Context: an optimization exercise on an open-source flow, tuned for small area, a short achievable clock period and few clock cycles per item. The choices shown serve that exercise and are no tape-out recipe.
At most, simulation tests tie the RTL to the original design; equivalence was not proved.
Power is estimated from default activity; no workload was simulated.

Design ir_pulse_capture_replay, start of the top module:
module ir_pulse_capture_replay #(
  parameter int SAMPLES = ipcr_pkg::SAMPLES_DEF,
  parameter int SLOTS = ipcr_pkg::SLOTS_DEF
) (
  input  logic        clk,
  input  logic        rst_n,
  input  logic        in_tvalid,
  output logic        in_tready,
  input  logic [7:0]  in_tdata,     
  input  logic [1:0]  in_tuser,     
  output logic        out_tvalid,
  input  logic        out_tready,
  output logic [15:0] out_tdata,    
  input  logic        cfg_wr_en,
  input  logic [14:0] cfg_wr_data
);
  localparam int SH = ipcr_pkg::TAP_SH;
  localparam int WN = 1 << SH;          
  localparam int NT = 128 >> SH;        
  localparam int TW = (NT > 1) ? $clog2(NT) : 1;
  localparam int WSH = ipcr_pkg::WTAP_SH;
  localparam int NWT = 128 >> WSH;      
  localparam int WTW = (NWT > 1) ? $clog2(NWT) : 1;
  logic       hd_valid;
  logic [4:0] hd_cmd;
  logic       go;
  ipcr_ctrl u_in (
    .clk      (clk),
    .rst_n    (rst_n),
    .in_valid (in_tvalid),
    .in_ready (in_tready),
    .in_cmd   ({in_tuser, in_tdata[2:0]}),
    .pop      (go),
    .hd_valid (hd_valid),
    .hd_cmd   (hd_cmd)
  );
  logic [1:0] h_func;
  logic       h_lvl;
  logic [1:0] h_slot;
  assign h_func = hd_cmd[4:3];
  assign h_lvl = hd_cmd[2];
  assign h_slot = hd_cmd[1:0];
  logic [1:0]      mode_r, mode_nxt;
  logic [1:0]      act_r, act_nxt;
  logic [7:0]      idx_r, idx_nxt;
  logic [14:0]     tick_r, tick_nxt;
  logic            awt_r, awt_nxt;      
  logic [14:0]     tmo_r;
  logic [2:0][7:0] fill_r;
  logic [7:0]      fill_nxt;
  logic            fill_we;
  logic [6:0]      ring_t;
  logic [6:0]      win_lo;
  logic [WN-1:0][14:0] win_r;
  logic [WN-1:0]   dirty_r;             
  logic [WN-1:0]   vld_r;               
  logic        o0_v, o1_v;
  logic [10:0] o0_d, o1_d;
  logic [2:0][NWT-1:0]   wsel;
  logic [2:0][NT*15-1:0] taps;
  logic [14:0]           flush_word;
  ...
For scale: roughly 8500 cells after synthesis, ~48 I/O pins, roughly 0.14 mm² of cells after synthesis.
export LEC_CHECK = 0
export CAP_MARGIN = 20
export CORE_MARGIN = 2
export CORE_UTILIZATION = 60
export CTS_CLUSTER_DIAMETER = 70
export CTS_CLUSTER_SIZE = 30
export PLACE_DENSITY = 0.7
export SLEW_MARGIN = 20
create_clock -name core_clock -period 10.0 [get_ports {clk}]
standard.sh (not shown) runs the stock make flow with config.mk's settings and CLKGATE_MAP_FILE= SYNTH_SCRIPT=/design/flow/synth_recipe.tcl, a recipe that flattens the netlist after the stock synthesis.
==> flow/flow/run.sh <==
#!/bin/bash
set -euo pipefail
bash standard.sh finish \
  "BUFFER_PORTS_ARGS=-buffer_cell sky130_fd_sc_hd__buf_4" \
  "SETUP_SLACK_MARGIN=6.6" > flow_make.log 2>&1
The first run finished clean.
Testbench counts at the start, summed over its fixed seeds: cycles 202,951, items 201,555.
Then changed:
==> flow/run.sh (new file) <==
#!/bin/bash
# synth_recipe.tcl (not shown) runs the flow's synth.tcl, then flattens the netlist and writes it again
# the make line also repeats each setting of config.mk as NAME=value (left out here)
make -C /OpenROAD-flow-scripts/flow DESIGN_CONFIG=/design/flow/config.mk WORK_HOME=/design/flow/orfs CLKGATE_MAP_FILE= SYNTH_SCRIPT=/design/flow/synth_recipe.tcl finish
- SETUP_SLACK_MARGIN: unset -> 5
removed: flow/flow/run.sh
removed: flow/standard.sh
What happened: Synthesized cell count does not change; count of clock-buffer cells in the layout goes up by 8; worst hold slack hardly moves; flip-flop and latch count stays the same; clock skew rose by 5.1 ps; critical path depth went up by 11; wire length fell by a few percent; synthesized area stays the same; non-clock buffer count falls by 113.

* * *

job 101:
Another version of the RTL of ir_pulse_capture_replay (not shown whole).
Size: ~8500 cells after synthesis, roughly 6000 flip-flops.
make LEC_CHECK=0 CAP_MARGIN=20 CORE_MARGIN=2 CORE_UTILIZATION=65 CTS_BUF_LIST='sky130_fd_sc_hd__clkbuf_4 sky130_fd_sc_hd__clkbuf_8' PLACE_DENSITY=0.75 SETUP_SLACK_MARGIN=5 SLEW_MARGIN=20 finish   # period 10.0 ns
run.sh (not shown) runs the stock make flow with config.mk's settings and CLKGATE_MAP_FILE= SYNTH_SCRIPT=/design/flow/synth_recipe.tcl, a recipe that flattens the netlist after the stock synthesis.
Stock flow here: none of the scripts above is used.
Edits applied to the flow inputs when going from job 101 to job 102:
Settings: removing CTS_BUF_LIST (formerly sky130_fd_sc_hd__clkbuf_4 sky130_fd_sc_hd__clkbuf_8); changing CORE_UTILIZATION from 65 to 40; removing PLACE_DENSITY (formerly 0.75).
Comparing job 102 and job 101, the higher total routing usage reported by global routing is on job 101. Looking at the reports, job 102 completed the entire flow and the layout it produced met the timing, design-rule and antenna checks. The final layout from job 101, which completed every stage, passed the timing, design-rule and antenna checks at the end of the flow. Met2 layer wire length in the routed design (higher): job 101. On clock skew: job 102 sits below job 101. Job 102 falls short of job 101 in sum of internal, switching and leakage power. Against job 101, job 102 comes in 18100 higher on number of fill cells. Summary: with job 101 as the reference, total length of routed met3 wires in job 102 moved down by more than a quarter. Job 101 has higher detailed-route wire length than job 102.
Function was not checked in any run of this note: the RTL went through the layout flow alone.

* * *

Another version of the RTL of ir_pulse_capture_replay (not shown whole).
Size: about 6000 flip-flops, about 48 I/O pins, roughly 140000 µm² of cells after synthesis.
==> flow/design.v (excerpt) <==
module ir_pulse_capture_replay #(
  parameter int SAMPLES = ipcr_pkg::SAMPLES_DEF,
  parameter int SLOTS = ipcr_pkg::SLOTS_DEF
) (
  input  logic        clk,
  input  logic        rst_n,
  input  logic        in_tvalid,
  output logic        in_tready,
  input  logic [7:0]  in_tdata,     
  input  logic [1:0]  in_tuser,     
  output logic        out_tvalid,
  input  logic        out_tready,
  output logic [15:0] out_tdata,    
  input  logic        cfg_wr_en,
  input  logic [14:0] cfg_wr_data
);
==> flow/config.mk <==
export PLATFORM = sky130hd
export DESIGN_NAME = ir_pulse_capture_replay
export DESIGN_NICKNAME = ir_pulse_capture_replay
export VERILOG_FILES = /design/flow/design.v
export SDC_FILE = /design/flow/constraint.sdc
export NUM_CORES = 4
export LEC_CHECK = 0
export CAP_MARGIN = 20
export CORE_MARGIN = 2
export CORE_UTILIZATION = 60
export CTS_CLUSTER_DIAMETER = 70
export CTS_CLUSTER_SIZE = 30
export PLACE_DENSITY = 0.7
export SLEW_MARGIN = 20
==> flow/constraint.sdc <==
create_clock -name core_clock -period 10.0 [get_ports {clk}]
set_input_delay 2.0000 -clock core_clock [delete_from_list [all_inputs] [get_ports {clk}]]
set_output_delay 2.0000 -clock core_clock [all_outputs]
set_load 0.01 [all_outputs]
standard.sh (not shown) runs the stock make flow with config.mk's settings and CLKGATE_MAP_FILE= SYNTH_SCRIPT=/design/flow/synth_recipe.tcl, a recipe that flattens the netlist after the stock synthesis.
==> flow/flow/run.sh <==
#!/bin/bash
set -euo pipefail
bash standard.sh finish \
  "BUFFER_PORTS_ARGS=-buffer_cell sky130_fd_sc_hd__buf_4" \
  "SETUP_SLACK_MARGIN=6.68" > flow_make.log 2>&1
Testbench counts at the start, summed over its fixed seeds: cycles 202,650, items 201,555.
Next try:
==> flow/flow/run.sh (replaced) <==
#!/bin/bash
set -euo pipefail
bash standard.sh finish \
  "BUFFER_PORTS_ARGS=-buffer_cell sky130_fd_sc_hd__buf_4" \
  "SETUP_SLACK_MARGIN=6.75" > flow_make.log 2>&1
Total power barely changes.
Clock power is about the same.
First-iteration DRC count came out higher by a few percent.
Setup slack gains 0.028 ns.
Core utilization rises by 0.27 points.
Via count rises slightly.

## afterwards: timing with drivers on the ports
In the flow no input, the clock included, has a driving cell. The finished layouts below were timed again as built, in two steps. Step 1 assumes that a clkbuf_16 drives the clock port and a buf_2 every other input. Step 2 times the ports against the registers' clock, not the clock port: input delays grow and output delays shrink by t, the midpoint of the rising clock arrivals with the driver on. Slacks: ideal / step 1 / step 2; pairs: ideal / step 1.
run	t (ns)	setup slack, ns	clock arrival spread, ns
the first run of note 1	0.996	6.512 / 6.434 / 6.287	0.053 / 0.053
the second run of note 1	0.997	5.073 / 5.073 / 5.073	0.044 / 0.044
job 101	1.238	5.220 / 5.220 / 5.220	0.146 / 0.146
job 102	1.090	5.163 / 5.163 / 5.163	0.067 / 0.066
the first run of note 3	0.972	6.621 / 6.530 / 5.771	0.080 / 0.081
the second run of note 3	0.989	6.649 / 6.547 / 5.819	0.055 / 0.054
After both steps setup and hold are still met in every run listed. For the first run of note 3, which loses most, drivers alone change the setup slack by -0.091 ns; drivers and shift together by -0.850 ns.
